This design comes from an exercise in tuning for a short achievable clock period and few clock cycles per item on the open sky130 flow, not from production work. Where RTL was checked, it was by simulation tests only, not by an equivalence proof against the original. Only the layout flow was run in runs 3 to 5; the RTL was not checked for function there.

[flow/run.sh]
#!/bin/bash
# Standard synthesis, then the standard ORFS layout with repair_timing aiming at a larger setup margin.
set -euo pipefail
bash standard.sh synth > synth.log 2>&1
bash standard.sh SETUP_SLACK_MARGIN=5.4 finish > layout.log 2>&1
[standard.sh]
#!/bin/bash
# synth_recipe.tcl (not shown) runs the flow's synth.tcl, then flattens the netlist and writes it again
# the make line also repeats each setting of config.mk as NAME=value (left out here)
make -C /OpenROAD-flow-scripts/flow DESIGN_CONFIG=/design/flow/config.mk WORK_HOME=/design/flow/orfs CLKGATE_MAP_FILE= SYNTH_SCRIPT=/design/flow/synth_recipe.tcl "${@:-finish}"
[config.mk]
export PLATFORM = sky130hd
export DESIGN_NAME = riscv_crypto_sha256_msched
export DESIGN_NICKNAME = riscv_crypto_sha256_msched
export VERILOG_FILES = /design/flow/design.v
export SDC_FILE = /design/flow/constraint.sdc
export NUM_CORES = 4
export LEC_CHECK = 0
export ABC_CLOCK_PERIOD_IN_PS = 2000
export CAP_MARGIN = 20
export CORE_MARGIN = 2
export CORE_UTILIZATION = 40
export SETUP_SLACK_MARGIN = 5
export SLEW_MARGIN = 20
[constraint.sdc]
create_clock -name core_clock -period 8.0 [get_ports {clk}]
set_input_delay 1.6000 -clock core_clock [delete_from_list [all_inputs] [get_ports {clk}]]
set_output_delay 1.6000 -clock core_clock [all_outputs]
set_load 0.01 [all_outputs]
[design.v]
module riscv_crypto_sha256_msched (
  input  logic        clk,
  input  logic        rst,
  input  logic        in_valid,
  output logic        in_ready,
  input  logic [31:0] in_data,
  output logic        out_valid,
  input  logic        out_ready,
  output logic [31:0] out_data,
  output logic [5:0]  out_idx,
  output logic        out_last,
  output logic        busy
);
  localparam int DIN = 4;
  function automatic logic [31:0] sig0(input logic [31:0] x);
    sig0 = {x[6:0], x[31:7]} ^ {x[17:0], x[31:18]} ^ {3'b000, x[31:3]};
  endfunction
  function automatic logic [31:0] sig1(input logic [31:0] x);
    sig1 = {x[16:0], x[31:17]} ^ {x[18:0], x[31:19]} ^ {10'b0, x[31:10]};
  endfunction
  function automatic logic [31:0] maj2(input logic [31:0] a, input logic [31:0] b,
                                       input logic [31:0] c);
    logic [31:0] m;
    m = (a & b) | (a & c) | (b & c);
    maj2 = {m[30:0], 1'b0};
  endfunction
  logic        cap_v_q;
  logic [31:0] cap_d_q;
  logic [31:0] fifo_q [DIN];
  logic [1:0]  f_wp_q, f_rp_q;
  logic [2:0]  f_cnt_q, f_cnt_d;
  logic        f_ne_q;
  logic [2:0]  occ_q, occ_d;   
  logic        occ_le2_q, occ_le3_q, occ_le4_q;
  logic        in_ready_q, in_ready_d;
  logic        in_nrdy_q;      
  logic        in_rdy_q;       
  logic [3:0]  in_cnt_q;
  logic        in15_q;         
  logic        in_hs, avail, ld_in, pop, push;
  logic [31:0] head;
  logic [31:0] win_q [16];     
  logic [5:0]  n_q, n_d;       
  logic [31:0] bp_q, bg_q, bgp_q;
  logic        bv_q, bv_d;     
  logic [31:0] xs_q, xc_q;     
  logic        adv_q, adv_d;   
  logic        bld_q;          
  logic        bsel_q;         
  logic [31:0] s1w, ps, pc;
  logic [31:0] a_p, a_g, a_g1, a_p1, a_g2, a_p2;
  logic [31:0] c_g3, c_p3, c_g4, c_p4, c_g5, w_sum;
  logic [4:0]  lag_q, lag_d, lag_t, lag_n;  
  logic        nz_q;           
  logic        l15_q, l16_q;   
  logic [15:0] sel_q;          
  logic        out_valid_q, ov_port_q;
  logic [31:0] out_data_q, od_h_q, rd_word;
  logic [5:0]  out_idx_q, oi_h_q, m_q;
  logic        out_last_q, ol_h_q;
  logic        m63_q;          
  logic        take;
  logic [1:0]  pend_q, pend_d;
  logic        pend_eq1_q, pend_ge2_q;
  logic        busy_q, busy_d;
  logic        inc, dec;
  assign in_ready_q = in_rdy_q;
  assign in_hs = in_valid & in_ready_q;
  assign avail = f_ne_q | cap_v_q;
  assign head  = f_ne_q ? fifo_q[f_rp_q] : cap_d_q;
  assign ld_in = bld_q & bsel_q & avail;
  assign pop   = ld_in & f_ne_q;
  assign push  = cap_v_q & ~(ld_in & ~f_ne_q);
  assign s1w = sig1(win_q[0]);
  assign ps  = s1w ^ xs_q ^ xc_q;
  assign pc  = maj2(s1w, xs_q, xc_q);
  always_comb begin
    a_p = bsel_q ? head  : (ps ^ pc);
    a_g = bsel_q ? 32'd0 : (ps & pc);
    for (int i = 0; i < 32; i++) begin
      if (i >= 1) begin
        a_g1[i] = a_g[i] | (a_p[i] & a_g[i-1]);
        a_p1[i] = a_p[i] & a_p[i-1];
      end else begin
        a_g1[i] = a_g[i];
        a_p1[i] = a_p[i];
      end
    end
    for (int i = 0; i < 32; i++) begin
      if (i >= 2) begin
        a_g2[i] = a_g1[i] | (a_p1[i] & a_g1[i-2]);
        a_p2[i] = a_p1[i] & a_p1[i-2];
      end else begin
        a_g2[i] = a_g1[i];
        a_p2[i] = a_p1[i];
      end
    end
  end
  always_comb begin
    for (int i = 0; i < 32; i++) begin
      if (i >= 4) begin
        c_g3[i] = bg_q[i] | (bgp_q[i] & bg_q[i-4]);
        c_p3[i] = bgp_q[i] & bgp_q[i-4];
      end else begin
        c_g3[i] = bg_q[i];
        c_p3[i] = bgp_q[i];
      end
    end
    for (int i = 0; i < 32; i++) begin
      if (i >= 8) begin
        c_g4[i] = c_g3[i] | (c_p3[i] & c_g3[i-8]);
        c_p4[i] = c_p3[i] & c_p3[i-8];
      end else begin
        c_g4[i] = c_g3[i];
        c_p4[i] = c_p3[i];
      end
    end
    for (int i = 0; i < 32; i++) begin
      if (i >= 16) c_g5[i] = c_g4[i] | (c_p4[i] & c_g4[i-16]);
      else         c_g5[i] = c_g4[i];
    end
    w_sum = bp_q ^ {c_g5[30:0], 1'b0};
  end
  assign take = nz_q & (~out_valid_q | out_ready);
  always_comb begin
    rd_word = 32'd0;
    for (int i = 0; i < 16; i++) rd_word = rd_word | ({32{sel_q[i]}} & win_q[i]);
  end
  always_comb begin
    f_cnt_d = f_cnt_q + {2'b00, push} - {2'b00, pop};
    occ_d   = occ_q - {2'b00, ld_in} + {2'b00, in_hs};
    n_d     = n_q + {5'd0, adv_q};
    bv_d    = bld_q ? (~bsel_q | avail) : bv_q;
    lag_t   = adv_q ? lag_q : lag_q - 5'd1;
    lag_n   = adv_q ? lag_q + 5'd1 : lag_q;
    lag_d   = take ? lag_t : lag_n;
    adv_d   = bv_d & ~(take ? 1'b0 : ((l15_q & adv_q) | l16_q));
    inc     = in_hs & in15_q;
    dec     = out_valid_q & out_ready & ol_h_q;
    pend_d  = pend_q + {1'b0, inc} - {1'b0, dec};
    busy_d  = inc | pend_ge2_q | (pend_eq1_q & ~dec);
    case ({ld_in, in_hs})
      2'b10:   in_ready_d = occ_le4_q;
      2'b01:   in_ready_d = occ_le2_q;
      default: in_ready_d = occ_le3_q;
    endcase
    in_ready_d = in_ready_d | ~busy_d;
  end
  always_ff @(posedge clk or posedge rst) begin
    if (rst) begin
      cap_v_q     <= 1'b0;
      f_wp_q      <= 2'd0;
      f_rp_q      <= 2'd0;
      f_cnt_q     <= 3'd0;
      f_ne_q      <= 1'b0;
      occ_q       <= 3'd0;
      occ_le2_q   <= 1'b1;
      occ_le3_q   <= 1'b1;
      occ_le4_q   <= 1'b1;
      in_nrdy_q   <= 1'b0;
      in_rdy_q    <= 1'b1;
      in_cnt_q    <= 4'd0;
      in15_q      <= 1'b0;
      n_q         <= 6'd0;
      bv_q        <= 1'b0;
      adv_q       <= 1'b0;
      bld_q       <= 1'b1;
      bsel_q      <= 1'b1;
      lag_q       <= 5'd0;
      nz_q        <= 1'b0;
      l15_q       <= 1'b0;
      l16_q       <= 1'b0;
      sel_q       <= 16'd0;
      out_valid_q <= 1'b0;
      ov_port_q   <= 1'b0;
      od_h_q      <= 32'd0;
      oi_h_q      <= 6'd0;
      ol_h_q      <= 1'b0;
      m_q         <= 6'd0;
      m63_q       <= 1'b0;
      pend_q      <= 2'd0;
      pend_eq1_q  <= 1'b0;
      pend_ge2_q  <= 1'b0;
      busy_q      <= 1'b0;
    end else begin
      cap_v_q    <= in_hs;
      if (push)  f_wp_q <= f_wp_q + 2'd1;
      if (pop)   f_rp_q <= f_rp_q + 2'd1;
      f_cnt_q    <= f_cnt_d;
      f_ne_q     <= (f_cnt_d != 3'd0);
      occ_q      <= occ_d;
      occ_le2_q  <= (occ_d <= 3'd2);
      occ_le3_q  <= (occ_d <= 3'd3);
      occ_le4_q  <= (occ_d <= 3'd4);
      in_nrdy_q  <= ~in_ready_d;
      in_rdy_q   <= in_ready_d;
      if (in_hs) begin
        in_cnt_q <= in_cnt_q + 4'd1;
        in15_q   <= (in_cnt_q == 4'd14);
      end
      n_q        <= n_d;
      bv_q       <= bv_d;
      adv_q      <= adv_d;
      bld_q      <= adv_d | ~bv_d;
      bsel_q     <= ~adv_d | (n_d < 6'd15) | (n_d == 6'd63);
      lag_q      <= lag_d;
      nz_q       <= take ? (lag_t != 5'd0) : (lag_n != 5'd0);
      l15_q      <= take ? (lag_t == 5'd15) : (lag_n == 5'd15);
      l16_q      <= take ? 1'b0 : (lag_n == 5'd16);
      if (take) begin
        if (~adv_q) sel_q <= {1'b0, sel_q[15:1]};
      end else begin
        if (adv_q)  sel_q <= {sel_q[14:0], ~nz_q};
      end
      out_valid_q <= take | (out_valid_q & ~out_ready);
      ov_port_q   <= take | (ov_port_q & ~out_ready);
      if (take) begin
        od_h_q     <= rd_word;
        oi_h_q     <= m_q;
        ol_h_q     <= m63_q;
        m_q        <= m_q + 6'd1;
        m63_q      <= (m_q == 6'd62);
      end
      pend_q     <= pend_d;
      pend_eq1_q <= (pend_d == 2'd1);
      pend_ge2_q <= pend_d[1];
      busy_q     <= busy_d;
    end
  end
  always_ff @(posedge clk) begin
    out_data_q <= take ? rd_word : od_h_q;
    out_idx_q  <= take ? m_q     : oi_h_q;
    out_last_q <= take ? m63_q   : ol_h_q;
    cap_d_q <= in_data;
    if (push) fifo_q[f_wp_q] <= cap_d_q;
    if (bld_q) begin
      bp_q  <= a_p;
      bg_q  <= a_g2;
      bgp_q <= a_p2;
    end
    if (adv_q) begin
      win_q[0] <= w_sum;
      for (int i = 1; i < 16; i++) win_q[i] <= win_q[i-1];
      xs_q <= win_q[4] ^ sig0(win_q[12]) ^ win_q[13];
      xc_q <= maj2(win_q[4], sig0(win_q[12]), win_q[13]);
    end
  end
  assign in_ready  = ~in_nrdy_q;
  assign out_valid = ov_port_q;
  assign out_data  = out_data_q;
  assign out_idx   = out_idx_q;
  assign out_last  = out_last_q;
  assign busy      = busy_q;
endmodule
==> results of run 1 <==
[per-stage QoR]
stage               setup TNS (ns)  hold WS [ns]
floorplan                   -0.805         0.400
global placement                 0         0.405
detailed placement               0         0.406
CTS                              0         0.424
global route                     0         0.429
finish                           0         0.422
[timing repair]
action	4_1_cts	5_1_grt
setup endpoints to repair	439	95
pin swaps	6	42
endpoints found under the hold margin	0	0
gates resized for setup	272	85
cloned	3	2
buffers inserted	47	22
[layout by cell type, fill, tap and decap left out, types with 7 or more instances in the layout]
master and count:
clkbuf_8 8, clkinv_1 15, a21oi_1 88, xnor2_2 18
mux4_2 30, xor2_2 9, buf_6 38, xnor2_1 82
xor2_1 64, o21ai_1 13, dfxtp_1 41, mux2i_1 30
a21o_1 52, buf_2 11, o21ai_2 8, bufinv_16 13
nand2_1 65, buf_4 83, inv_1 270, a22oi_1 65
o22ai_1 18, edfxtp_1 791, clkbuf_1 35, a22o_1 96
a41oi_1 32, dfxtp_2 26, o21ai_0 20, nor2_1 160
clkinv_2 11, a221oi_1 96, inv_2 10, clkbuf_16 105
ha_4 17, nand3_1 32, ha_1 31, fa_1 61
and3_1 35, buf_12 7, clkdlybuf4s50_1 33, dfrtp_1 97
[layout make-up]
class / count / area, um^2
Tap cell: 1287 / 1610
Clock buffer: 146 / 2820
Fill cell: 8321 / 51500
Inverter: 283 / 1070
Multi-Input combinational cell: 1236 / 10600
Sequential cell: 970 / 27900
Clock inverter: 44 / 571
Timing Repair Buffer: 182 / 1820
[registers in the layout (all words and copies together) (netlist names), 6 cells and up]
signal	count
fifo_q	128
win_q	512
bg_q	30
cap_d_q	32
bgp_q	26
bp_q	32
xc_q	31
out_data_q	32
sel_q	16
n_q	6
oi_h_q	6
out_idx_q	6
xs_q	32
m_q	6
od_h_q	32
[per-layer routing]
metal	routed length (um)	part of all wire, %
met2	48400	47
met5	0	0
met3	8150	7.9
met1	44000	42
met4	3020	2.9
[how the worst max path moves through the flow]
| stage | from | to | slack [ns] |
|---|---|---|---|
| 6_report | ov_port_q | out_valid | 5.22 |
| 5_1_grt | ov_port_q | out_valid | 5.17 |
| 4_1_cts | ov_port_q | out_valid | 5.17 |
| 3_5_place_dp | out_ready | bsel_q | 4.03 |
| 3_3_place_gp | out_ready | bsel_q | 4.19 |
| 2_1_floorplan | adv_q | bsel_q | -0.48 |
[kinds of logic after synthesis]
group	count (synthesis)
AOI/OAI and AO/OA	536
and+or+nand+nor	347
xor gates and xnor gates	175
DFF	970
adders and majority gates	114
muxes	64
buffers and inverters	398
==> summary.md, run 1 <==
Clock tree synthesis inserted a total of 102 buffers. Distinct cell type count after synthesis: 58. The total count of hold-check failures in the final report was 0; the fmax was 359 MHz. Vertical die dimension: 318 um.

The kind of cell with the highest combined delay on the critical path was flip-flops. The finished cells cover 46,500 um^2.

The post-synthesis xor/xnor area fraction works out to 3.91%. In this run, synthesis inferred 791 flip-flops with an integrated enable. After synthesis, the share of flip-flops with an asynchronous set or reset is 11.1%. Once routing completed, OpenROAD measured the worst setup slack at 5.22 ns.

The path with the worst hold slack has its endpoint at win_q[0][0]. For this run, design rule violations remaining after detail routing come to 0. The count of buffer and inverter cells on the critical path is 1. The total of endpoints with negative setup slack in the final report was 0; the adder-cell share of the synthesized area was 4.82%. The met3 layer usage reported by global route came out at 3.46%. The number of antenna violations at the first check in global routing came out at 0. Endpoint of the worst-slack reg-to-reg timing path: bg_q[20]. Total I/O pin count: 78. For the pin with the worst max-slew slack, the measured transition is 1.06 ns. The synthesized netlist devotes 3.92% of its cell area to simple gates. The critical path is of the flop to primary output type.

The logs give 1.18 ns for the arrival time at the worst endpoint and 3,884 for the total instance count after detailed placement. Area growth from synthesis to final layout: 17.9%. CTS saw 970 sinks. Measured along the x axis, the die boundary spans 318 um. The run finished with no timing, DRC or antenna violations. The worst register-to-register path has a depth of 10.

Routing layer with the top usage in global route: met2. At the end of routability-driven placement, the weighted congestion stood at 0.866. For this block, the initial DRC count from the detailed router was 2,862. For the global-route usage over all layers, the log shows 20.1%. Number of global-route vias before repair: 23,400. When the netlist entered floorplanning its net count stood at 2,754.

For the number of max-slew violations in the final report, the log shows 0. The capturing element type of the critical path was a primary output. The path category of the worst min-delay check is flop to flop. Cells fill 47.4% of the core in the end. The placeable core area is 98,000 um^2, and the minimum clock period after layout is 2.78 ns. After synthesis, the share of cell area in mux cells is 2.59%. 0 antenna diodes ended up in the layout. The largest net degree at the start of global routing was 186. TritonCTS built the clock tree.

Setup repair after global routing could not meet its margin everywhere. The run gives 4.03 ns as the worst slack at placement. In this run the remaining antenna-violating nets after routing total 0. Input and output buffers added on the ports amount to 77. For this run, the leading register cell type out of synthesis is edfxtp_1.

The worst register-to-register path begins at win_q[0][4]. For the total half-perimeter wirelength after legalization and detailed placement, the log shows 62,700 um. Startpoint of the lowest-slack hold path: bp_q[0]. The maximum fanout encountered on the critical timing path was 2. The instance count on the critical path was 1; the sum of routed wire length over all layers was 104,000 um.

The dominant cell by count in the synthesized netlist was edfxtp_1. The H-tree was split into 3 levels. The logs give 0 for the number of hold-repair buffers added at the cts stage and 0 for the final global-route overflow total. Walking the worst path, the cells encountered are buf_2.

CTS placed an instance of clkbuf_16 at the clock tree root. The Yosys warning count was 2. Measured against its own limit, the worst slew margin works out to 29.1%.

In the global route stage, met1 resource usage came out at 28.5%. In this run the cell area of the synthesized design comes to 39,400 um^2. The synthesized netlist devotes 10.1% of its cell area to compound gates.

Share of the clock period used by the worst path after layout: 34.8%. Sequential cells were found to cover 70.8% of the synthesized design area. Once the floorplan was initialized, standard cells occupied 40.2% of the core. The commonest cells after synthesis are edfxtp_1, inv_1, nor2_1.

The number of core rows is 115, and the post-CTS clock slew at the launch and capture registers of the worst setup and hold paths is 0.06 ns. After synthesis the netlist holds a flip-flop and latch count of 970. The first global-routing pass estimated 153,000 um of wire.

After synthesis, the largest family of logic cells by area is compound AO/OA/AOI/OAI gates. The global-route track usage on met2 was 31.7%. The worst hold path passes through 0 cells.

Of the post-synthesis cell area, the dominant cell type holds 60.3%. Synthesis produced 2,604 cells. The post-synthesis cell type with the largest combined area was edfxtp_1.

The floorplan step defined a die boundary enclosing 101,000 um^2. STA puts the critical path data required time at 6.40 ns. The final clock skew is 0.0288 ns, and the number of nets in the layout is 2,925. The cell area after placement came out at 41,800 um^2.

The slowest stage of the critical path belongs to the cell dfrtp_1. The later-pin clock latency in the skew report is 0.67 ns, and the average size of a mapped cell is 15.1 um^2. The count of max-cap constraint violations is 0.

The worst setup path is launched from a flop. After detailed routing, the number of vias per cell comes to 5.56. For flop-to-flop paths, the worst setup slack is 5.33 ns.

For the number of detailed-routing iterations run before antenna repair, the log shows 5. The ratio of cells with drive above 1 in the final layout was 16.2%; the detailed-route via count was 23,100. The post-detailed-route wirelength per cell was 25.0 um. By area the synthesized netlist is led by edfxtp_1, dfrtp_1, dfxtp_1. For this run, the number of standard cells in the final layout without fillers is 4,148.

Maximum root-to-sink buffer count: 3. The worst stage delay on the critical path is 0.38 ns.
Testbench counts, summed over its fixed seeds: cycles 4,128, items 4,096.
==> run 2, diff against run 1 <==
--- a/config.mk
+++ b/config.mk
@@ -8,6 +8,7 @@
 export ABC_CLOCK_PERIOD_IN_PS = 2000
 export CAP_MARGIN = 20
 export CORE_MARGIN = 2
-export CORE_UTILIZATION = 40
+export CORE_UTILIZATION = 65
+export PLACE_DENSITY = 0.75
 export SETUP_SLACK_MARGIN = 5
 export SLEW_MARGIN = 20
==> summary.md, run 2 <==
The run finished with no timing, DRC or antenna violations. For the number of H-tree levels, the log shows 3 (unchanged). The utilization after layout was 76.2% (+29 points). Clock net sink count: 970 (unchanged). The logs give 23,900 (+2.4%) for the number of global-route vias before repair and 44.6% (+16 points) for the met1 usage in global routing. The run gives 6 (+1) as the number of detailed-routing iterations run before antenna repair. For the number of DRC markers after the initial detailed-route iteration, the log shows 3,121 (+9.0%).

The nature of the critical path startpoint was a flop. The initial standard-cell utilization of the core is 65.5% (+25 points), and the ratio of cells with drive above 1 in the final layout is 17.5% (+1.2 points). The type of the worst setup path was flop to primary output.

The share of the clock period used by the worst path after layout works out to 34.6% (-0.21 points). Setup repair after global routing could not meet its margin everywhere. Worst hold path stage count: 0 (unchanged). Total instance count after detailed placement: 3,384 (-13%).

The number of nets in the layout is 2,932 (+0.24%). The maximum fanout encountered on the critical timing path works out to 1 (-1). Later-pin clock latency in the skew report: 0.66 ns (about the same). The total of endpoints with negative setup slack in the final report is 0 (unchanged). Sequential element share of the synthesized area: 70.8% (unchanged). For the count of max-cap constraint violations, the log shows 0 (unchanged). The total half-perimeter wirelength after legalization and detailed placement is 60,300 um (-3.9%).

In the synthesized netlist the dominant register cell turns out to be edfxtp_1. Capturing element type of the critical path: a primary output. The setup TNS after final layout came out at 0 ns (unchanged). The worst register-to-register path ends at bg_q[23]. TritonCTS built the clock tree. The area share of the largest cell type after synthesis came out at 60.3% (unchanged).

The number of core rows is 90 (-22%). The post-detailed-route count of antenna-violating nets was 0 (unchanged). The run gives 149,000 um (-2.7%) as the first-pass GRT wire length. In the layout the commonest cells are edfxtp_1, inv_1, nor2_1.

In this run the most used layer during global routing was met2. The overall die width is 250 um (-21%). In this run the critical register-to-register path is launched from win_q[0][8].

The number of enable flip-flop cells after synthesis works out to 791 (unchanged). The run gives 1.17 ns (about the same) as the arrival time at the worst endpoint. The run gives 58 (unchanged) as the distinct cell type count after synthesis. The cell area after placement was 41,100 um^2 (-1.5%); the number of nets produced by synthesis was 2,754 (unchanged). The tools report the end of the worst hold path as win_q[0][0]. The run gives 62,600 um^2 (-38%) as the overall die area. The number of max-slew violations in the final report is 0 (unchanged). For the design area, the log shows 45,800 um^2 (-1.4%). Final cell count without fillers: 3,646 (-12%). The area growth from synthesis to final layout was 16.3%; the quantity of I/O buffers inserted on ports was 77 (unchanged). The startpoint identified for the worst hold timing path is bp_q[0]. The routability congestion estimate is 0.902 (+4.2%), and the global-route track usage on met2 is 51.0% (+19 points).

The proportion of synthesized flip-flops having asynchronous set or reset is 11.1% (unchanged). The total count of hold-check failures in the final report was 0 (unchanged); the number of hold-repair buffers added at the cts stage was 0 (unchanged). The most common cell after layout, fill and taps aside was edfxtp_1. The logs give 5.31 ns (-0.02 ns) for the worst reg-to-reg setup slack and 60,100 um^2 (-39%) for the placeable core area. The via-per-instance ratio was 6.54 (+18%). Maximum root-to-sink buffer count: 3 (unchanged).

The average size of a mapped cell was 15.1 um^2 (unchanged); the area of the mapped netlist was 39,400 um^2 (unchanged). The final global-route overflow total came out at 0 (unchanged). Flip-flop count of the largest register, all copies and words added: 512 (unchanged). The logs give 2,604 (unchanged) for the cell count after synthesis and 78 (unchanged) for the total I/O pin count.

In this run the worst hold path is classified as flop to flop. Residual DRC count: 0 (unchanged). Sorting the synthesized cells by how often they occur yields edfxtp_1, inv_1, nor2_1.

The sum of routed wire length over all layers came out at 102,000 um (-1.7%). The final clock skew was 0.0201 ns (-0.00864 ns). The root buffer selected by CTS was clkbuf_16. The tools report the largest net degree at the start of global routing as 192 (+3.2%). The post-CTS clock slew at the launch and capture registers of the worst setup and hold paths works out to 0.06 ns (about the same). The largest registers in the layout are win_q: 512 flops, fifo_q: 128 flops.

The number of cell instances on the worst register-to-register path is 8 (-2). The number of inserted diodes was 0 (unchanged). The global-route usage over all layers came out at 32.1% (+12 points). Yosys instantiated no cell more often than edfxtp_1. The post-detailed-route wirelength per cell works out to 27.9 um (+12%). By area the synthesized netlist is led by edfxtp_1, dfrtp_1, dfxtp_1. The run gives 2 (unchanged) as the Yosys warning count. More flip-flops sit in one register than any other, and that register is win_q. For the max-slew headroom at the worst pin, the log shows 19.6% (-9.4 points). The number of antenna violations at the first check in global routing is 2 (+2), and the fmax is 361 MHz (+0.61%). The number of flip-flops and latches in the synthesized netlist is 970 (unchanged), and the actual transition at the worst max-transition pin is 1.21 ns (+0.142 ns). Detailed-route via count: 23,800 (+3.4%).

The total CTS buffers is 96 (-5.9%). The synthesized design spends more area on one cell type than any other, namely edfxtp_1. The data required time of the critical path is 6.40 ns (about the same).

The minimum clock period after layout is 2.77 ns (-0.0168 ns), and the vertical die dimension is 250 um (-21%). The run gives 6.66% (+3.2 points) as the met3 layer usage reported by global route.
[run 2: cell counts after synthesis]
Identical to the previous run, type by type.
[run 2: critical path, cell delays in order, from the launching register on]
cell and delay, ns:
dfrtp_1 0.36, inv_1 0.05, buf_2 0.12
[run 2: what timing repair did]
item / 4_1_cts / 5_1_grt
gates cloned: 2 / 2
endpoints found under the setup margin: 669 / 516
pin swaps: 17 / 33
resized for setup: 291 / 97
setup buffers: 52 / 26
[run 2: how the worst max path moves through the flow]
stage,cells past startpoint,startpoint,to,slack [ns]
floorplan,6,adv_q,bsel_q,-0.48
global placement,7,out_ready,bsel_q,3.93
detailed placement,7,out_ready,bsel_q,3.77
CTS,2,in_nrdy_q,in_ready,5.21
global route,1,ov_port_q,out_valid,5.20
finish,2,in_nrdy_q,in_ready,5.23
[run 2: kinds of logic (layout without fill, tap and decap cells)]
family / Yosys count / count (layout) / share of synthesized area, %
flip-flops: 970 / 970 / 70.8
AO/OA/AOI/OAI: 536 / 536 / 10.1
buffers and inverters: 398 / 657 / 3.85
AND/OR/NAND/NOR: 347 / 348 / 3.92
XOR/XNOR: 175 / 175 / 3.91
adder cells (fa/ha/maj): 114 / 114 / 4.82
multiplexers: 64 / 64 / 2.59
[run 2: cell type report]
cell class | instances | area, um^2
Timing Repair Buffer | 194 | 1840
Inverter | 283 | 1070
Clock inverter | 45 | 478
Multi-Input combinational cell | 1237 | 10800
Fill cell | 3510 | 14300
Tap cell | 782 | 978
Sequential cell | 970 | 27900
Clock buffer | 135 | 2710
[run 2: routing by layer]
| layer | vias to the layer above | wire length (um) |
|---|---|---|
| met1 | 12000 | 38000 |
| met2 | 1628 | 49100 |
| met3 | 240 | 11000 |
| met5 | - | 0 |
| met4 | 0 | 3800 |
| li1 | 9989 | - |
[run 2: metrics by stage]
stage               hold slack [ns]  worst slack, ns
floorplan                     0.400           -0.481
global placement              0.407             3.93
detailed placement            0.411             3.77
CTS                           0.427             5.21
global route                  0.438             5.20
finish                        0.425             5.23
==> run 3, diff against run 2 <==
--- a/design.v
+++ b/design.v
@@ -43,11 +43,12 @@
   logic [5:0]  n_q, n_d;       
   logic [31:0] bp_q, bg_q, bgp_q;
   logic        bv_q, bv_d;     
+  logic [31:0] x_q;           
   logic [31:0] xs_q, xc_q;     
   logic        adv_q, adv_d;   
   logic        bld_q;          
   logic        bsel_q;         
-  logic [31:0] s1w, ps, pc;
+  logic [31:0] s1w;
   logic [31:0] a_p, a_g, a_g1, a_p1, a_g2, a_p2;
   logic [31:0] c_g3, c_p3, c_g4, c_p4, c_g5, w_sum;
   logic [4:0]  lag_q, lag_d, lag_t, lag_n;  
@@ -72,11 +73,9 @@
   assign pop   = ld_in & f_ne_q;
   assign push  = cap_v_q & ~(ld_in & ~f_ne_q);
   assign s1w = sig1(win_q[0]);
-  assign ps  = s1w ^ xs_q ^ xc_q;
-  assign pc  = maj2(s1w, xs_q, xc_q);
-  always_comb begin
-    a_p = bsel_q ? head  : (ps ^ pc);
-    a_g = bsel_q ? 32'd0 : (ps & pc);
+  always_comb begin
+    a_p = bsel_q ? head  : (s1w ^ x_q);
+    a_g = bsel_q ? 32'd0 : (s1w & x_q);
     for (int i = 0; i < 32; i++) begin
       if (i >= 1) begin
         a_g1[i] = a_g[i] | (a_p[i] & a_g[i-1]);
@@ -241,8 +240,9 @@
     if (adv_q) begin
       win_q[0] <= w_sum;
       for (int i = 1; i < 16; i++) win_q[i] <= win_q[i-1];
-      xs_q <= win_q[4] ^ sig0(win_q[12]) ^ win_q[13];
-      xc_q <= maj2(win_q[4], sig0(win_q[12]), win_q[13]);
+      x_q  <= xs_q + xc_q;
+      xs_q <= win_q[3] ^ sig0(win_q[11]) ^ win_q[12];
+      xc_q <= maj2(win_q[3], sig0(win_q[11]), win_q[12]);
     end
   end
   assign in_ready  = ~in_nrdy_q;
--- a/config.mk
+++ b/config.mk
@@ -8,7 +8,6 @@
 export ABC_CLOCK_PERIOD_IN_PS = 2000
 export CAP_MARGIN = 20
 export CORE_MARGIN = 2
-export CORE_UTILIZATION = 65
-export PLACE_DENSITY = 0.75
+export CORE_UTILIZATION = 40
 export SETUP_SLACK_MARGIN = 5
 export SLEW_MARGIN = 20
==> summary.md, run 3 <==
The logs give 2,603 (-0.038%) for the cell count after synthesis and 2,859 (-8.4%) for the number of DRC markers after the initial detailed-route iteration. The total count of hold-check failures in the final report was 0 (unchanged). The run gives 356 MHz (-1.5%) as the fmax.

The post-detailed-route wirelength per cell was 25.3 um (-9.6%). The arrival time at the worst endpoint came out at 1.21 ns (+0.04 ns). After synthesis, the largest family of logic cells by area is compound AO/OA/AOI/OAI gates.

TritonCTS built the clock tree. The number of max-slew violations in the final report was 0 (unchanged); the post-CTS clock slew at the launch and capture registers of the worst setup and hold paths was 0.07 ns (about the same). The minimum clock period after layout works out to 2.81 ns (+0.0421 ns). The overall die width was 321 um (+28%).

The dominant cell by count in the synthesized netlist was edfxtp_1. For the clock net sink count, the log shows 1,004 (+3.5%). win_q holds more flip-flops than any other register. In the post-synthesis netlist, the biggest area contributors are edfxtp_1, dfrtp_1, dfxtp_1. The post-detailed-route count of antenna-violating nets was 0 (unchanged).

By count the netlist is led by edfxtp_1, inv_1, a22oi_1. For the total I/O pin count, the log shows 78 (unchanged). Sequential element share of the synthesized area: 72.0% (+1.2 points). The share of the clock period used by the worst path after layout was 35.1% (+0.53 points); the post-synthesis simple-gate area fraction was 4.55% (+0.63 points). The number of enable flip-flop cells after synthesis was 825 (+4.3%).

Setup repair after global routing could not meet its margin everywhere. Total CTS buffers: 100 (+4.2%). Walking the worst path, the cells encountered are buf_6.

The total of endpoints with negative setup slack in the final report is 0 (unchanged). The count of max-cap constraint violations was 0 (unchanged). The number of global-route vias before repair came out at 23,300 (-2.5%). edfxtp_1 takes more of the synthesized area than any other cell. The placeable core area is 99,700 um^2 (+66%). The kind of cell with the highest combined delay on the critical path is flip-flops.

Leaving out fill and tap cells, the most frequent cells in the layout are edfxtp_1, inv_1, a22oi_1. The number of detailed-routing iterations run before antenna repair was 5 (-1). The flip-flop count of the largest register, all copies and words added works out to 512 (unchanged). The largest registers in the layout are win_q: 512 flops, fifo_q: 128 flops.

The worst setup path is of the flop to primary output kind. The area share of the largest cell type after synthesis works out to 61.7% (+1.4 points).

The flow ran to the end and the layout has no timing, DRC or antenna violations. The max-slew headroom at the worst pin was 29.7% (+10 points); the synthesized-area fraction occupied by ao, oa, aoi and oai cells was 9.18% (-0.93 points). The final global-route overflow total is 0 (unchanged). The sum of routed wire length over all layers is 104,000 um (+2.2%), and the proportion of synthesized flip-flops having asynchronous set or reset is 10.8% (-0.38 points). The worst stage delay on the critical path came out at 0.39 ns (+0.03 ns).

The global-route usage over all layers was 19.9% (-12 points); the maximum fanout encountered on the critical timing path was 1 (unchanged). The tools report the residual DRC count as 0 (unchanged). The vertical die dimension is 321 um (+28%). Total instance count after detailed placement: 3,909 (+16%). The number of cell instances on the worst register-to-register path was 11 (+3).

The later-pin clock latency in the skew report is 0.70 ns (+0.04 ns), and the number of antenna violations at the first check in global routing is 4 (+2). The detailed-route via count was 23,300 (-2.1%).

The total half-perimeter wirelength after legalization and detailed placement came out at 63,600 um (+5.4%). The count of buffer and inverter cells on the critical path works out to 1 (-1). The nature of the critical path startpoint is a flop. The via-per-instance ratio works out to 5.66 (-13%).

The data required time of the critical path was 6.40 ns (about the same); the overall die area was 103,000 um^2 (+64%). The tools report the area of the mapped netlist as 40,100 um^2 (+1.9%). Path category of the worst min-delay check: flop to flop.

Capturing element type of the critical path: a primary output. The adder-cell share of the synthesized area works out to 4.22% (-0.60 points). The maximum root-to-sink buffer count came out at 3 (unchanged). The first-pass GRT wire length came out at 153,000 um (+3.0%).

The most common cell after layout, fill and taps aside is edfxtp_1. For the number of H-tree levels, the log shows 3 (unchanged). Fraction of synthesized area in multiplexers: 2.69% (+0.10 points).

The average size of a mapped cell was 15.4 um^2 (+1.9%); the number of nets produced by synthesis was 2,754 (unchanged). For the number of core rows, the log shows 116 (+29%). The number of flip-flops and latches in the synthesized netlist is 1,004 (+3.5%). The initial standard-cell utilization of the core is 40.2% (-25 points), and the routability congestion estimate is 0.860 (-4.7%). The worst register-to-register path ends at x_q[31]. The end of the worst hold path is win_q[0][0]. For the distinct cell type count after synthesis, the log shows 62 (+6.9%).

In this run the most critical hold path is launched from bp_q[0]. The final clock skew is 0.0425 ns (+0.0224 ns). The ratio of cells with drive above 1 in the final layout is 14.9% (-2.5 points), and the post-synthesis xor/xnor area fraction is 4.43% (+0.52 points). The worst register-to-register path begins at xc_q[1]. The most used flip-flop cell after synthesis was edfxtp_1. The worst hold path stage count came out at 0 (unchanged). For the final cell count without fillers, the log shows 4,124 (+13%). The actual transition at the worst max-transition pin was 1.05 ns (-0.152 ns); the number of inserted diodes was 0 (unchanged).

The cell with the largest stage delay on the worst path was dfxtp_4. The quantity of I/O buffers inserted on ports is 77 (unchanged), and the number of nets in the layout is 2,892 (-1.4%). The logs give 5.35 ns (+0.04 ns) for the worst reg-to-reg setup slack and 145 (-24%) for the largest net degree at the start of global routing.

The Yosys warning count was 2 (unchanged); the area growth from synthesis to final layout was 16.6%. The root buffer selected by CTS was clkbuf_16.
==> run 3: cell types whose count changed in the layout (fill, tap and decap cells not counted), moves of 40 or more <==
cell      delta
a221oi_1    -40
inv_1       -90
buf_4       -48
nor2_1      -65
a22oi_1     +80
nand2_1     +69
a22o_1      -40
==> run 3: worst max-delay path by stage <==
stage                  startpoint     endpoint  slack, ns  depth (start not counted)
floorplan                   adv_q       bsel_q      -0.71                          7
global placement        out_ready        l15_q       3.78                          9
detailed placement      out_ready        l15_q       3.70                          9
CTS                 out_data_q[2]  out_data[2]       5.15                          1
global route        out_data_q[2]  out_data[2]       5.16                          1
finish              out_data_q[2]  out_data[2]       5.19                          1
==> run 3: cell families after synthesis <==
| logic type | Yosys count |
|---|---|
| multiplexers | 68 |
| AND/OR/NAND/NOR | 393 |
| XOR/XNOR | 203 |
| buffers and inverters | 300 |
| adder cells (fa/ha/maj) | 115 |
| AO/OA/AOI/OAI | 520 |
| flip-flops | 1004 |
==> run 3: timing repair <==
item	4_1_cts	5_1_grt
setup buffers	12	10
resized for setup	269	45
endpoints found under the hold margin	0	0
pin swaps	12	17
cloned	3	3
setup endpoints to repair	600	189
hold buffers	0	0
==> run 3: per-layer routing <==
| metal | part of all wire (%) | GRT usage [%] | vias up |
|---|---|---|---|
| met3 | 8.6 | 3.68 | 204 |
| met4 | 2.8 | 5.65 | 0 |
| li1 | - | - | 10100 |
| met5 | 0 | 0 | - |
| met2 | 46 | 31.2 | 1210 |
| met1 | 42 | 28.3 | 11800 |
==> run 3: layout make-up <==
type | count | area, um^2
clock buffer | 140 | 2830
clock inverter | 47 | 577
fill | 8424 | 52900
inverter | 193 | 736
multi-input combinational | 1300 | 10600
sequential | 1004 | 29000
tap | 1298 | 1620
timing repair buffer | 142 | 1460
==> run 3: metrics by stage <==
stage	setup TNS (ns)	setup WS, ns	instance area (um^2)	hold WS (ns)	utilization [%]
floorplan	-6.02	-0.712	40500	0.400	-
CTS	0	5.15	46400	0.420	46.6
global placement	0	3.78	42700	0.402	42.8
global route	0	5.16	46800	0.430	46.9
detailed placement	0	3.70	42700	0.406	42.8
finish	0	5.19	46800	0.421	46.9
==> run 4, diff against run 3 <==
--- a/design.v
+++ b/design.v
@@ -34,7 +34,6 @@
   logic        occ_le2_q, occ_le3_q, occ_le4_q;
   logic        in_ready_q, in_ready_d;
   logic        in_nrdy_q;      
-  logic        in_rdy_q;       
   logic [3:0]  in_cnt_q;
   logic        in15_q;         
   logic        in_hs, avail, ld_in, pop, push;
@@ -43,29 +42,28 @@
   logic [5:0]  n_q, n_d;       
   logic [31:0] bp_q, bg_q, bgp_q;
   logic        bv_q, bv_d;     
-  logic [31:0] x_q;           
   logic [31:0] xs_q, xc_q;     
   logic        adv_q, adv_d;   
   logic        bld_q;          
   logic        bsel_q;         
-  logic [31:0] s1w;
+  logic [31:0] s1w, ps, pc;
   logic [31:0] a_p, a_g, a_g1, a_p1, a_g2, a_p2;
   logic [31:0] c_g3, c_p3, c_g4, c_p4, c_g5, w_sum;
   logic [4:0]  lag_q, lag_d, lag_t, lag_n;  
   logic        nz_q;           
   logic        l15_q, l16_q;   
   logic [15:0] sel_q;          
-  logic        out_valid_q, ov_port_q;
-  logic [31:0] out_data_q, od_h_q, rd_word;
-  logic [5:0]  out_idx_q, oi_h_q, m_q;
-  logic        out_last_q, ol_h_q;
+  logic        out_valid_q;
+  logic [31:0] out_data_q, rd_word;
+  logic [5:0]  out_idx_q, m_q;
+  logic        out_last_q;
   logic        m63_q;          
   logic        take;
   logic [1:0]  pend_q, pend_d;
   logic        pend_eq1_q, pend_ge2_q;
   logic        busy_q, busy_d;
   logic        inc, dec;
-  assign in_ready_q = in_rdy_q;
+  assign in_ready_q = ~in_nrdy_q;
   assign in_hs = in_valid & in_ready_q;
   assign avail = f_ne_q | cap_v_q;
   assign head  = f_ne_q ? fifo_q[f_rp_q] : cap_d_q;
@@ -73,9 +71,11 @@
   assign pop   = ld_in & f_ne_q;
   assign push  = cap_v_q & ~(ld_in & ~f_ne_q);
   assign s1w = sig1(win_q[0]);
-  always_comb begin
-    a_p = bsel_q ? head  : (s1w ^ x_q);
-    a_g = bsel_q ? 32'd0 : (s1w & x_q);
+  assign ps  = s1w ^ xs_q ^ xc_q;
+  assign pc  = maj2(s1w, xs_q, xc_q);
+  always_comb begin
+    a_p = bsel_q ? head  : (ps ^ pc);
+    a_g = bsel_q ? 32'd0 : (ps & pc);
     for (int i = 0; i < 32; i++) begin
       if (i >= 1) begin
         a_g1[i] = a_g[i] | (a_p[i] & a_g[i-1]);
@@ -135,7 +135,7 @@
     lag_d   = take ? lag_t : lag_n;
     adv_d   = bv_d & ~(take ? 1'b0 : ((l15_q & adv_q) | l16_q));
     inc     = in_hs & in15_q;
-    dec     = out_valid_q & out_ready & ol_h_q;
+    dec     = out_valid_q & out_ready & out_last_q;
     pend_d  = pend_q + {1'b0, inc} - {1'b0, dec};
     busy_d  = inc | pend_ge2_q | (pend_eq1_q & ~dec);
     case ({ld_in, in_hs})
@@ -157,7 +157,6 @@
       occ_le3_q   <= 1'b1;
       occ_le4_q   <= 1'b1;
       in_nrdy_q   <= 1'b0;
-      in_rdy_q    <= 1'b1;
       in_cnt_q    <= 4'd0;
       in15_q      <= 1'b0;
       n_q         <= 6'd0;
@@ -171,10 +170,9 @@
       l16_q       <= 1'b0;
       sel_q       <= 16'd0;
       out_valid_q <= 1'b0;
-      ov_port_q   <= 1'b0;
-      od_h_q      <= 32'd0;
-      oi_h_q      <= 6'd0;
-      ol_h_q      <= 1'b0;
+      out_data_q  <= 32'd0;
+      out_idx_q   <= 6'd0;
+      out_last_q  <= 1'b0;
       m_q         <= 6'd0;
       m63_q       <= 1'b0;
       pend_q      <= 2'd0;
@@ -192,7 +190,6 @@
       occ_le3_q  <= (occ_d <= 3'd3);
       occ_le4_q  <= (occ_d <= 3'd4);
       in_nrdy_q  <= ~in_ready_d;
-      in_rdy_q   <= in_ready_d;
       if (in_hs) begin
         in_cnt_q <= in_cnt_q + 4'd1;
         in15_q   <= (in_cnt_q == 4'd14);
@@ -212,11 +209,10 @@
         if (adv_q)  sel_q <= {sel_q[14:0], ~nz_q};
       end
       out_valid_q <= take | (out_valid_q & ~out_ready);
-      ov_port_q   <= take | (ov_port_q & ~out_ready);
       if (take) begin
-        od_h_q     <= rd_word;
-        oi_h_q     <= m_q;
-        ol_h_q     <= m63_q;
+        out_data_q <= rd_word;
+        out_idx_q  <= m_q;
+        out_last_q <= m63_q;
         m_q        <= m_q + 6'd1;
         m63_q      <= (m_q == 6'd62);
       end
@@ -227,9 +223,6 @@
     end
   end
   always_ff @(posedge clk) begin
-    out_data_q <= take ? rd_word : od_h_q;
-    out_idx_q  <= take ? m_q     : oi_h_q;
-    out_last_q <= take ? m63_q   : ol_h_q;
     cap_d_q <= in_data;
     if (push) fifo_q[f_wp_q] <= cap_d_q;
     if (bld_q) begin
@@ -240,13 +233,12 @@
     if (adv_q) begin
       win_q[0] <= w_sum;
       for (int i = 1; i < 16; i++) win_q[i] <= win_q[i-1];
-      x_q  <= xs_q + xc_q;
-      xs_q <= win_q[3] ^ sig0(win_q[11]) ^ win_q[12];
-      xc_q <= maj2(win_q[3], sig0(win_q[11]), win_q[12]);
-    end
-  end
-  assign in_ready  = ~in_nrdy_q;
-  assign out_valid = ov_port_q;
+      xs_q <= win_q[4] ^ sig0(win_q[12]) ^ win_q[13];
+      xc_q <= maj2(win_q[4], sig0(win_q[12]), win_q[13]);
+    end
+  end
+  assign in_ready  = in_ready_q;
+  assign out_valid = out_valid_q;
   assign out_data  = out_data_q;
   assign out_idx   = out_idx_q;
   assign out_last  = out_last_q;
==> summary.md, run 4 <==
The minimum clock period after layout came out at 2.89 ns (+0.0846 ns). The run gives 5.11 ns (-0.0846 ns) as the final worst slack. The number of H-tree levels is 3 (unchanged), and the number of global-route vias before repair is 22,700 (-2.8%). Among all flip-flop cells after synthesis, the most frequent one is edfxtp_1.

The number of detailed-routing iterations run before antenna repair was 5 (unchanged); the largest net degree at the start of global routing was 173 (+19%). Broken down by cell family, the worst path's largest delay share belongs to flip-flops. The most common cell after layout, fill and taps aside was edfxtp_1. First-pass GRT wire length: 149,000 um (-2.5%). The tools report the distinct cell type count after synthesis as 59 (-4.8%). The count of max-cap constraint violations is 0 (unchanged). The actual transition at the worst max-transition pin was 1.15 ns (+0.0937 ns). The total instance count after detailed placement was 3,811 (-2.5%); the maximum root-to-sink buffer count was 3 (unchanged). Yosys attributes the largest share of cell area to edfxtp_1, dfrtp_1, fa_1. The largest registers in the layout are win_q: 512 flops, fifo_q: 128 flops. For the Yosys warning count, the log shows 2 (unchanged).

Setup repair after global routing could not meet its margin everywhere. The flip-flop count of the largest register, all copies and words added is 512 (unchanged). Overall die width: 314 um (-2.0%).

Total half-perimeter wirelength after legalization and detailed placement: 61,000 um (-4.0%). The final clock skew was 0.0362 ns (-0.00627 ns). The quantity of I/O buffers inserted on ports came out at 77 (unchanged).

Post-detailed-route count of antenna-violating nets: 0 (unchanged). Worst slack at placement: 3.60 ns (-0.106 ns). The count of buffer and inverter cells on the critical path came out at 1 (unchanged).

The area share of the largest cell type after synthesis works out to 61.6% (-0.13 points). The logs give 40.5% (+0.22 points) for the initial standard-cell utilization of the core and 20.3% (+0.44 points) for the global-route usage over all layers.

The total I/O pin count was 78 (unchanged); the routability congestion estimate was 0.845 (-1.7%). The tools report the fmax as 346 MHz (-2.9%). The most flop-heavy register was win_q. The run gives 0 (unchanged) as the number of max-slew violations in the final report. The placeable core area is 95,300 um^2 (-4.4%), and the ratio of cells with drive above 1 in the final layout is 16.6% (+1.7 points). The post-synthesis cell type with the largest combined area was edfxtp_1. The run gives 0.68 ns (-0.02 ns) as the later-pin clock latency in the skew report. The total of endpoints with negative setup slack in the final report is 0 (unchanged), and the share of the clock period used by the worst path after layout is 36.2% (+1.1 points).

The commonest cells after synthesis are edfxtp_1, inv_1, nor2_1. The final global-route overflow total is 0 (unchanged), and the via-per-instance ratio is 5.53 (-2.3%). The detailed-route via count is 22,700 (-2.9%), and the post-detailed-route wirelength per cell is 24.6 um (-2.7%). The average size of a mapped cell was 15.1 um^2 (-1.9%). The run gives 929 (-7.5%) as the clock net sink count.

The run gives 6.40 ns (about the same) as the data required time of the critical path. The logs give 2,903 (+0.38%) for the number of nets in the layout and 2 (-2) for the number of antenna violations at the first check in global routing. The sum of routed wire length over all layers was 101,000 um (-3.3%).

Post-CTS clock slew at the launch and capture registers of the worst setup and hold paths: 0.06 ns (about the same). Max-slew headroom at the worst pin: 23.5% (-6.2 points). The number of flip-flops and latches in the synthesized netlist came out at 929 (-7.5%).

The number of enable flip-flop cells after synthesis is 791 (-4.1%), and the total CTS buffers is 96 (-4.0%). The area of the mapped netlist was 38,600 um^2 (-3.9%). By startpoint and endpoint, the worst setup path is classified as flop to primary output.

The proportion of synthesized flip-flops having asynchronous set or reset works out to 11.4% (+0.65 points). CTS placed an instance of clkbuf_16 at the clock tree root. The logs give 4,100 (-0.58%) for the final cell count without fillers and 0 (unchanged) for the residual DRC count. Overall die area: 98,900 um^2 (-3.9%).

The largest individual stage delay along the critical path comes from the cell dfrtp_2. Path category of the worst min-delay check: flop to flop. The tools report the number of nets produced by synthesis as 2,699 (-2.0%). The library cells used most frequently in the layout, excluding fill and tap cells, are edfxtp_1, inv_1, nor2_1.

The maximum fanout encountered on the critical timing path was 2 (+1); the arrival time at the worst endpoint was 1.29 ns (+0.08 ns). The number of core rows was 113 (-2.6%). The vertical die dimension was 314 um (-2.0%). The run finished with no timing, DRC or antenna violations. The capturing element type of the critical path is a primary output. Compared with the post-synthesis result, the final layout area differs by 17.4%.

The sequential element share of the synthesized area is 70.2% (-1.9 points). TritonCTS built the clock tree. The cell count after synthesis came out at 2,549 (-2.1%). The worst reg-to-reg setup slack was 5.45 ns (+0.10 ns). The dominant cell by count in the synthesized netlist was edfxtp_1. For the number of fill cells in the layout, the log shows 8,263 (-1.9%). Nature of the critical path startpoint: a flop. The total count of hold-check failures in the final report is 0 (unchanged). The worst stage delay on the critical path works out to 0.47 ns (+0.08 ns). Traced cell by cell, the critical path runs through buf_6. For the number of DRC markers after the initial detailed-route iteration, the log shows 3,242 (+13%).
## run 4: kinds of logic after synthesis
family	Yosys count	share of synthesized area [%]
flip-flops	929	70.2
AO/OA/AOI/OAI	524	10.1
buffers and inverters	395	4.07
AND/OR/NAND/NOR	343	4.00
XOR/XNOR	177	4.02
adder cells (fa/ha/maj)	114	4.93
multiplexers	67	2.72
## run 4: what timing repair did
action                     4_1_cts  5_1_grt
resized for setup              225       74
setup endpoints to repair      465      300
hold buffers                     0        0
pin swaps                        6       25
buffers inserted                83       22
cloned                           4        0
## run 4: path summary, 6_finish.rpt
path	startpoint	end	depth (start not counted)
max	out_data_q[0]	out_data[0]	1
min	bp_q[1]	win_q[0][1]	0
max reg2reg	win_q[0][27]	bg_q[10]	9
min reg2reg	bp_q[1]	win_q[0][1]	0
max in group asynchronous	rst	out_data_q[12]	4
min in group asynchronous	rst	f_cnt_q[2]	3
## run 4: metal layers
metal	vias to the layer above	part of all wire [%]	track usage (%)
met3	178	9.2	5.07
met2	1127	46	31.3
met1	11500	42	28.4
li1	9857	-	-
met4	0	3.1	6.44
met5	-	0	0
## run 4: area by class of cell
type	instances	area, um^2	area share [%]
Sequential cell	929	27100	59.8
Clock buffer	127	2650	5.85
Inverter	282	1070	2.36
Multi-Input combinational cell	1226	10400	23.1
Antenna cell	1	2.50	0.00553
Clock inverter	52	518	1.14
Timing Repair Buffer	218	1940	4.29
Tap cell	1265	1580	3.50
## run 4: stage by stage
stage | hold WS [ns] | utilization (%) | area (um^2) | TNS, ns
global route | 0.436 | 47.5 | 45300 | 0
finish | 0.424 | 47.5 | 45300 | 0
global placement | 0.411 | 42.8 | 40800 | 0
CTS | 0.426 | 47.0 | 44800 | 0
detailed placement | 0.412 | 42.8 | 40800 | 0
floorplan | 0.400 | - | 38700 | -12.87
==> run 5, diff against run 4 <==
==> flow/run.sh (replaced) <==
#!/bin/bash
# Standard synthesis, then the standard ORFS layout with repair_timing aiming at a larger setup margin
# and larger clock-sink clusters.
set -euo pipefail
bash standard.sh synth > synth.log 2>&1
bash standard.sh SETUP_SLACK_MARGIN=5.4 CTS_CLUSTER_SIZE=20 CTS_CLUSTER_DIAMETER=80 finish > layout.log 2>&1
==> summary.md, run 5 <==
Total I/O pin count: 78 (unchanged). The most flop-heavy register was win_q. The type of the worst setup path is flop to primary output. Setup repair after global routing could not meet its margin everywhere.

The post-CTS clock slew at the launch and capture registers of the worst setup and hold paths came out at 0.09 ns (+0.03 ns). The logs give 0 (unchanged) for the final global-route overflow total and 6 (+1) for the number of detailed-routing iterations run before antenna repair. The worst stage delay on the critical path is 0.48 ns (about the same).

The number of DRC markers after the initial detailed-route iteration came out at 3,154 (-2.7%). For the maximum root-to-sink buffer count, the log shows 3 (unchanged). Path category of the worst min-delay check: flop to flop. The minimum clock period after layout was 2.90 ns (+0.00287 ns).

The final clock skew is 0.0411 ns (+0.00485 ns), and the fraction of synthesized area in multiplexers is 2.72% (unchanged). The maximum fanout encountered on the critical timing path came out at 2 (unchanged). edfxtp_1 is the most common cell in the netlist. The detailed route wirelength on metal2 was 45,900 um (-0.65%). The adder-cell share of the synthesized area works out to 4.93% (unchanged). The arrival time at the worst endpoint is 1.30 ns (about the same). The routability congestion estimate was 0.845 (unchanged); the number of flip-flops and latches in the synthesized netlist was 929 (unchanged). By area, the combinational part of the netlist is dominated by compound AO/OA/AOI/OAI gates. Number of enable flip-flop cells after synthesis: 791 (unchanged). The nature of the critical path startpoint was a flop. The number of antenna violations at the first check in global routing is 2 (unchanged), and the average size of a mapped cell is 15.1 um^2 (unchanged). The sum of routed wire length over all layers was 99,700 um (-1.0%); the max-slew headroom at the worst pin was 23.0% (-0.45 points). The area share of the largest cell type after synthesis was 61.6% (unchanged); the overall die area was 98,900 um^2 (unchanged).

The logs give 10,400 um^2 (-0.22%) for the area occupied by multi-input gates and 42,100 um (about the same) for the post-route met1 wirelength. For the data required time of the critical path, the log shows 6.40 ns (about the same). The worst setup path is captured at a primary output. The number of core rows was 113 (unchanged); the residual DRC count was 0 (unchanged). The largest registers in the layout are win_q: 512 flops, fifo_q: 128 flops. The total CTS buffers was 52 (-46%).

The total area of sequential cells was 27,100 um^2 (unchanged). Leaving out fill and tap cells, the most frequent cells in the layout are edfxtp_1, inv_1, nor2_1. The number of global-route vias before repair was 22,300 (-1.8%); the total half-perimeter wirelength after legalization and detailed placement was 61,000 um (unchanged). The proportion of synthesized flip-flops having asynchronous set or reset is 11.4% (unchanged). The number of fill cells in the layout is 8,386 (+1.5%), and the Yosys warning count is 2 (unchanged).

The run gives 2 (-1) as the number of H-tree levels. Walking the worst path, the cells encountered are buf_6. The count of max-cap constraint violations was 0 (unchanged). The utilization after layout was 45.8% (-1.8 points). By count the netlist is led by edfxtp_1, inv_1, nor2_1. The post-synthesis simple-gate area fraction is 4.00% (unchanged), and the via-per-instance ratio is 5.55 (+0.33%). First-pass GRT wire length: 147,000 um (-1.1%). The tools report the initial standard-cell utilization of the core as 40.5% (unchanged). The setup TNS after final layout came out at 0 ns (unchanged). The run gives 2,854 (-1.7%) as the number of nets in the layout. The sequential element share of the synthesized area came out at 70.2% (unchanged).

Leaving out fill and tap cells, the most frequent cell in the layout is edfxtp_1. The ratio of cells with drive above 1 in the final layout was 13.7% (-3.0 points); the global-route usage over all layers was 20.0% (-0.30 points). For the clock net sink count, the log shows 929 (unchanged).

The distinct cell type count after synthesis was 59 (unchanged). The cell sitting at the root of the clock tree is a clkbuf_16. The final cell count without fillers was 4,013 (-2.1%); the number of hold-repair buffers added at the cts stage was 0 (unchanged). The met3 wire length is 8910 um (-3.9%). The later-pin clock latency in the skew report came out at 0.67 ns (about the same).

The vertical die dimension is 314 um (unchanged). The number of max-slew violations in the final report is 0 (unchanged). Cell with the largest stage delay on the worst path: dfrtp_2. The total count of hold-check failures in the final report was 0 (unchanged); the placeable core area was 95,300 um^2 (unchanged). The run finished with no timing, DRC or antenna violations. The fmax was 345 MHz (about the same); the quantity of I/O buffers inserted on ports was 77 (unchanged). The detailed-route via count came out at 22,300 (-1.8%). The actual transition at the worst max-transition pin is 1.15 ns (+0.00668 ns), and the total instance count after detailed placement is 3,811 (unchanged). The post-detailed-route wirelength per cell works out to 24.8 um (+1.1%).

Post-synthesis cell type with the largest combined area: edfxtp_1. The tools report the total of endpoints with negative setup slack in the final report as 0 (unchanged). The post-detailed-route count of antenna-violating nets was 0 (unchanged); the post-synthesis xor/xnor area fraction was 4.02% (unchanged).

For this run, the leading register cell type out of synthesis is edfxtp_1. The number of nets produced by synthesis was 2,699 (unchanged). TritonCTS built the clock tree. Highest metal layer with signal wires: met4.

The cell count after synthesis is 2,549 (unchanged), and the count of buffer and inverter cells on the critical path is 1 (unchanged). The share of the clock period used by the worst path after layout is 36.2% (about the same), and the area growth from synthesis to final layout is 13.1%. Area of the mapped netlist: 38,600 um^2 (unchanged). The synthesized-area fraction occupied by ao, oa, aoi and oai cells was 10.1% (unchanged). Flip-flop count of the largest register, all copies and words added: 512 (unchanged). Overall die width: 314 um (unchanged). After synthesis, the cell types taking the most area are edfxtp_1, dfrtp_1, fa_1. For the largest net degree at the start of global routing, the log shows 173 (unchanged). On the critical path the largest part of the delay comes from flip-flops.
## run 5: cell counts after synthesis
No cell type changed its count.
## run 5: what timing repair did
| action | 4_1_cts | 5_1_grt |
|---|---|---|
| pin swaps | 6 | 27 |
| resized for setup | 222 | 76 |
| hold endpoints to repair | 0 | 0 |
| endpoints found under the setup margin | 463 | 309 |
| gates cloned | 4 | 0 |
| setup buffers | 75 | 25 |
## run 5: final timing paths
check	end	slack, ns	cells after the start	start
hold / removal	win_q[0][1]	0.43	0	bp_q[1]
min in group asynchronous	f_wp_q[0]	1.46	3	rst
setup / recovery	out_data[0]	5.10	1	out_data_q[0]
setup reg to reg	bg_q[13]	5.43	10	win_q[0][22]
max in group asynchronous	out_data_q[19]	5.58	4	rst
hold reg to reg	win_q[0][1]	0.43	0	bp_q[1]
## run 5: routing by layer
| layer | track usage [%] | up-vias |
|---|---|---|
| li1 | - | 9715 |
| met1 | 28.5 | 11400 |
| met2 | 31.3 | 1023 |
| met3 | 4.16 | 151 |
| met4 | 5.55 | 0 |
| met5 | 0 | - |
## run 5: kinds of logic after synthesis
| logic type | Yosys count |
|---|---|
| and+or+nand+nor | 343 |
| xor gates and xnor gates | 177 |
| DFF | 929 |
| adders and majority gates | 114 |
| buffers and inverters | 395 |
| muxes | 67 |
| AOI/OAI and AO/OA | 524 |
## run 5: cell type report
class / instances / area share (%)
antenna: 1 / 0.00574
tap: 1265 / 3.63
timing repair buffer: 213 / 4.33
clock inverter: 4 / 0.195
inverter: 282 / 2.45
clock buffer: 93 / 3.39
multi-input combinational: 1226 / 23.9
sequential: 929 / 62.1
## run 5: through the flow
step | area [um^2] | setup slack [ns] | hold WS (ns)
after global routing | 43600 | 5.08 | 0.455
after floorplan | 38700 | -0.698 | 0.400
final | 43600 | 5.10 | 0.430
after global placement | 40800 | 3.59 | 0.411
after detailed placement | 40800 | 3.60 | 0.412
after CTS | 43100 | 5.08 | 0.432

==> static timing again, ports no longer ideal <==
No port has a modelled driver above. Below, the same layouts with a new extraction and two added sets of constraints.
Step 1: set_driving_cell puts a clkbuf_16 on clk and a buf_2 on each other input, an assumption about the parent block.
Step 2 times the ports against the registers' clock, not the clock port: input delays grow and output delays shrink by t, the midpoint of the rising clock arrivals with the driver on.
Slacks: ideal ports / drivers / drivers and shift; pairs: ideal ports / drivers.
run	t (ns)	setup slack, ns	hold WS [ns]	worst data-port slew with drivers (ns)	cell pins on the clock port's net
run 1	0.721	5.217 / 5.154 / 4.787	0.422 / 0.422 / 0.422	0.05	1
run 2	0.706	5.234 / 5.172 / 4.713	0.425 / 0.425 / 0.425	0.05	1
run 3	0.740	5.192 / 5.125 / 4.774	0.421 / 0.421 / 0.421	0.06	1
run 4	0.724	5.107 / 5.043 / 4.724	0.424 / 0.424 / 0.424	0.05	1
run 5	0.704	5.104 / 5.045 / 4.739	0.430 / 0.430 / 0.430	0.05	1
After both steps every run listed still meets setup and hold. The setup slack of run 2, which loses most, moves by -0.062 ns with the drivers and by -0.521 ns with both steps.
